Context: an optimization exercise on an open-source flow, tuned for a short achievable clock period and few clock cycles. The choices shown serve that exercise and are no tape-out recipe.
The RTL was checked by simulation tests, not by an equivalence proof against the original design.
Power figures rest on the tool's default switching activity, not on a simulated workload.

==> run a: inputs <==
==> flow/design.v (excerpt) <==
module chip8_core (
  input  logic                     clk_in,
  input  logic                     rst_i,
  input  logic [7:0]               rd_data_i,
  input  logic                     wr_ready_i,
  output logic [12-1:0] rd_addr_o,
  output logic [12-1:0] wr_addr_o,
  output logic [7:0]               wr_data_o,
  output logic                     wr_valid_o,
  output logic                     halted_o
);
  localparam logic [1:0] K_NONE = 2'd0;
  localparam logic [1:0] K_HI   = 2'd1;
  localparam logic [1:0] K_LO   = 2'd2;
  localparam logic [1:0] K_LD   = 2'd3;
  localparam logic [1:0] S_RUN  = 2'd0;
  localparam logic [1:0] S_W55  = 2'd1;  
  localparam logic [1:0] S_HALT = 2'd2;  
  logic [7:0]  v_q [16];
  logic [11:0] i_q;
  logic [11:0] stack_q [16];
  logic [3:0]  sp_q;
  logic [11:0] pc_q;         
  logic [11:0] ra_q;         
  logic [1:0]  rk_q;         
  logic [3:0]  rcnt_q;       
  logic [1:0]  dk_q;         
  logic [3:0]  dcnt_q;       
  logic [3:0]  ldx_q;        
  logic [7:0]  hi_q;         
  logic [1:0]  st_q;
  logic        halted_q;
  logic        e_valid_q;
  logic [7:0]  sb_data_q [16];
  logic [11:0] sb_base_q;
  logic [3:0]  sb_x_q;
  logic [3:0]  sb_idx_q;
  logic [11:0] wa_q;
  logic [7:0]  wd_q;
  logic        wv_q;
  logic        fwd_q;
  logic [7:0]  fwd_data_q;
  assign rd_addr_o  = ra_q;
  assign wr_addr_o  = wa_q;
  assign wr_data_o  = wd_q;
  assign wr_valid_o = wv_q;
  assign halted_o   = halted_q;
  logic [7:0] byte_in;
  assign byte_in = fwd_q ? fwd_data_q : rd_data_i;
  logic [15:0] op;
  assign op = {hi_q, byte_in};
  logic [7:0] vx_d, vy_d;
  assign vx_d = v_q[hi_q[3:0]];
  assign vy_d = v_q[byte_in[7:4]];
  logic is_ret, is_jp, is_call, is_skip, skip_take, is_ld, is_st, is_ex, is_ill;
  always_comb begin
    is_ret    = 1'b0;
  ...
make LEC_CHECK=0 ABC_CLOCK_PERIOD_IN_PS=3000 CAP_MARGIN=20 CORE_MARGIN=2 CORE_UTILIZATION=50 SETUP_SLACK_MARGIN=4.5 SLEW_MARGIN=20 finish   # period 8.0 ns
run.sh (not shown) runs the stock make flow with config.mk's settings and CLKGATE_MAP_FILE= SYNTH_SCRIPT=/design/flow/synth_recipe.tcl, a recipe that flattens the netlist after the stock synthesis.
==> run b (differences from run a) <==
--- a/flow/design.v
+++ b/flow/design.v
@@ -74,10 +74,11 @@
   logic [3:0]  ldx_q;        
   logic [7:0]  hi_q;         
   logic [1:0]  st_q;
   logic        halted_q;
   logic        e_valid_q;
+  logic [15:0] e_op_q;
   logic [7:0]  sb_data_q [16];
   logic [11:0] sb_base_q;
   logic [3:0]  sb_x_q;
   logic [3:0]  sb_idx_q;
   logic [11:0] wa_q;
@@ -188,11 +189,14 @@
             if (byte_in == 8'h00) begin
               ra_q <= ret_tgt;
               rk_q <= K_HI;
             end
           end else if (dk_q == K_LO) begin
-            if (is_ex) e_valid_q <= 1'b1;
+            if (is_ex) begin
+              e_valid_q <= 1'b1;
+              e_op_q    <= op;
+            end
             if (is_ill) begin
               st_q <= S_HALT;
             end else if (is_ret) begin
               pc_q <= ret_tgt;
               sp_q <= sp_q - 4'd1;
@@ -240,79 +244,60 @@
     end
   end
   always_ff @(posedge clk_in) begin
     if (d_now && is_call) stack_q[sp_q] <= pc_q;
   end
-  logic [3:0] dx_fn;
-  logic       dx_wx, dx_wf, dx_wi, dx_ia;
-  logic [7:0] dx_b;
-  always_comb begin
-    dx_fn = 4'h0;
-    dx_wx = 1'b0;
-    dx_wf = 1'b0;
-    dx_wi = 1'b0;
-    dx_ia = 1'b0;
-    dx_b  = byte_in;
-    case (hi_q[7:4])
-      4'h6: dx_wx = 1'b1;
-      4'h7: begin dx_wx = 1'b1; dx_fn = 4'h4; end
-      4'h8: begin
-        dx_wx = 1'b1;
-        dx_wf = (byte_in[3:0] != 4'h0);
-        dx_fn = byte_in[3:0];
-        dx_b  = vy_d;
-      end
-      4'hA: begin dx_wi = 1'b1; dx_ia = 1'b1; end
-      4'hF: dx_wi = 1'b1;
-      default: ;
-    endcase
-  end
-  logic [3:0]  e_x_q, e_fn_q;
-  logic        e_wx_q, e_wf_q, e_wi_q, e_ia_q;
-  logic [7:0]  e_a_q, e_b_q;
-  logic [11:0] e_nnn_q;
-  always_ff @(posedge clk_in) begin
-    if (d_now && is_ex) begin
-      e_x_q   <= hi_q[3:0];
-      e_fn_q  <= dx_fn;
-      e_wx_q  <= dx_wx;
-      e_wf_q  <= dx_wf;
-      e_wi_q  <= dx_wi;
-      e_ia_q  <= dx_ia;
-      e_a_q   <= vx_d;
-      e_b_q   <= dx_b;
-      e_nnn_q <= op[11:0];
-    end
-  end
-  logic [7:0]  e_res;
-  logic        e_flag;
+  logic [3:0] e_x, e_y;
+  logic [7:0] e_kk, e_vx, e_vy;
+  assign e_x  = e_op_q[11:8];
+  assign e_y  = e_op_q[7:4];
+  assign e_kk = e_op_q[7:0];
+  assign e_vx = v_q[e_x];
+  assign e_vy = v_q[e_y];
+  logic       e_wx, e_wf, e_wi;
+  logic [7:0] e_res;
+  logic       e_flag;
   logic [11:0] e_i;
   always_comb begin
-    e_res  = e_b_q;
+    e_wx   = 1'b0;
+    e_wf   = 1'b0;
+    e_wi   = 1'b0;
+    e_res  = e_vy;
     e_flag = 1'b0;
-    case (e_fn_q)
-      4'h1: e_res = e_a_q | e_b_q;
-      4'h2: e_res = e_a_q & e_b_q;
-      4'h3: e_res = e_a_q ^ e_b_q;
-      4'h4: {e_flag, e_res} = {1'b0, e_a_q} + {1'b0, e_b_q};
-      4'h5: begin e_res = e_a_q - e_b_q; e_flag = (e_a_q >= e_b_q); end
-      4'h6: begin e_res = {1'b0, e_a_q[7:1]}; e_flag = e_a_q[0]; end
-      4'h7: begin e_res = e_b_q - e_a_q; e_flag = (e_b_q >= e_a_q); end
-      4'hE: begin e_res = {e_a_q[6:0], 1'b0}; e_flag = e_a_q[7]; end
+    e_i    = e_op_q[11:0];
+    case (e_op_q[15:12])
+      4'h6: begin e_wx = 1'b1; e_res = e_kk; end
+      4'h7: begin e_wx = 1'b1; e_res = e_vx + e_kk; end
+      4'h8: begin
+        e_wx = 1'b1;
+        e_wf = (e_op_q[3:0] != 4'h0);
+        case (e_op_q[3:0])
+          4'h1: e_res = e_vx | e_vy;
+          4'h2: e_res = e_vx & e_vy;
+          4'h3: e_res = e_vx ^ e_vy;
+          4'h4: {e_flag, e_res} = {1'b0, e_vx} + {1'b0, e_vy};
+          4'h5: begin e_res = e_vx - e_vy; e_flag = (e_vx >= e_vy); end
+          4'h6: begin e_res = {1'b0, e_vx[7:1]}; e_flag = e_vx[0]; end
+          4'h7: begin e_res = e_vy - e_vx; e_flag = (e_vy >= e_vx); end
+          4'hE: begin e_res = {e_vx[6:0], 1'b0}; e_flag = e_vx[7]; end
+          default: ;
+        endcase
+      end
+      4'hA: e_wi = 1'b1;
+      4'hF: begin e_wi = 1'b1; e_i = i_q + {4'd0, e_vx}; end
       default: ;
     endcase
-    e_i = e_ia_q ? e_nnn_q : i_q + {4'd0, e_a_q};
   end
   always_ff @(posedge clk_in) begin
     if (rst_i) begin
       for (int k = 0; k < 16; k++) v_q[k] <= 8'h00;
       i_q <= 12'h000;
     end else begin
-      if (e_valid_q && e_wx_q) v_q[e_x_q] <= e_res;
-      if (e_valid_q && e_wf_q) v_q[15] <= {7'd0, e_flag};
+      if (e_valid_q && e_wx) v_q[e_x] <= e_res;
+      if (e_valid_q && e_wf) v_q[15] <= {7'd0, e_flag};
       if (dk_q == K_LD) v_q[dcnt_q] <= byte_in;
-      if (e_valid_q && e_wi_q) i_q <= e_i;
+      if (e_valid_q && e_wi) i_q <= e_i;
     end
   end
   always_ff @(posedge clk_in) begin
     if (rst_i) begin
       wv_q <= 1'b0;
Settings changed: ABC_CLOCK_PERIOD_IN_PS 3000 to 3500, CORE_UTILIZATION 50 to 40, SETUP_SLACK_MARGIN 4.5 to 4.0.
==> notes <==
- In run b the combinational power is higher than in run a, by about 70%.
- Between run b and run a, the lower via count is in run a (gap 15%, measured against run a).
- Between run a and run b, the lower critical path depth is in run a (gap 2).
- Against run a, the final area of run b is higher by about 14%.
- Against run a, the clock skew of run b is lower by 0.011 ns.
- Of run a and run b, run b has the higher die area (gap 27%, measured against run b).
- Power: run b is larger than run a (about 11%).
- Against run a, the worst hold slack of run b is worse by 0.0011 ns.
==> figures <==
	run b	run a
Basic-gate share of the synthesized area counting and, or, nand and nor cells	0.100	0.105
Total CTS buffers	69	68
Static leakage	15.8 nW	13.6 nW
Well Taps	1176	864
Placer Congestion	1.03	0.976
Run status	complete, no violations	complete, no violations
FILL cells	7918	5177
Antenna violations before repair	3	5
Crit path setup slack, layout	3.52 ns	3.74 ns
XOR/XNOR share of the synthesized area	0.0249	0.0281
Placed wire-length estimate after detailed placement	94800 um	87800 um
Final nets	3479	3008
Area share of buffers outside the clock network	0.0869	0.0535
Clock network share of area	0.0539	0.0598
Mux contribution to synthesized area	0.162	0.109
Gate count after technology mapping	3110	2798
Post-Place Worst Slack	1.87 ns	1.79 ns
Testbench counts of run a, summed over its fixed seeds: cycles 752,600.
Testbench counts of run b, summed over its fixed seeds: cycles 752,600.

-- re-timing with driven ports --
No port has a modelled driver above. Below, the same layouts with a new extraction and two added sets of constraints. Step 1 (the two cells are an assumption about what drives the block):
set clk [get_ports {clk_in}]
set_driving_cell -lib_cell sky130_fd_sc_hd__clkbuf_16 $clk
set_driving_cell -lib_cell sky130_fd_sc_hd__buf_2 [delete_from_list [all_inputs] $clk]
Step 2 adds t to the input delays and takes it off the output delays; t is the mean of the earliest and latest rising clock arrival at the registers after step 1. Input paths then give back, and output paths get back, about the clock's delay inside the block. Slacks: no drivers / after step 1 / after step 2; pairs: no drivers / after step 1.
run	t, ns	setup slack, ns	cell pins on the clock port's net
run a	0.680	3.738 / 3.744 / 3.064	1
run b	0.690	3.519 / 3.519 / 3.004	1
After both steps every run listed still meets setup and hold. For run a, which loses most, drivers alone change the setup slack by +0.006 ns; drivers and shift together by -0.674 ns.
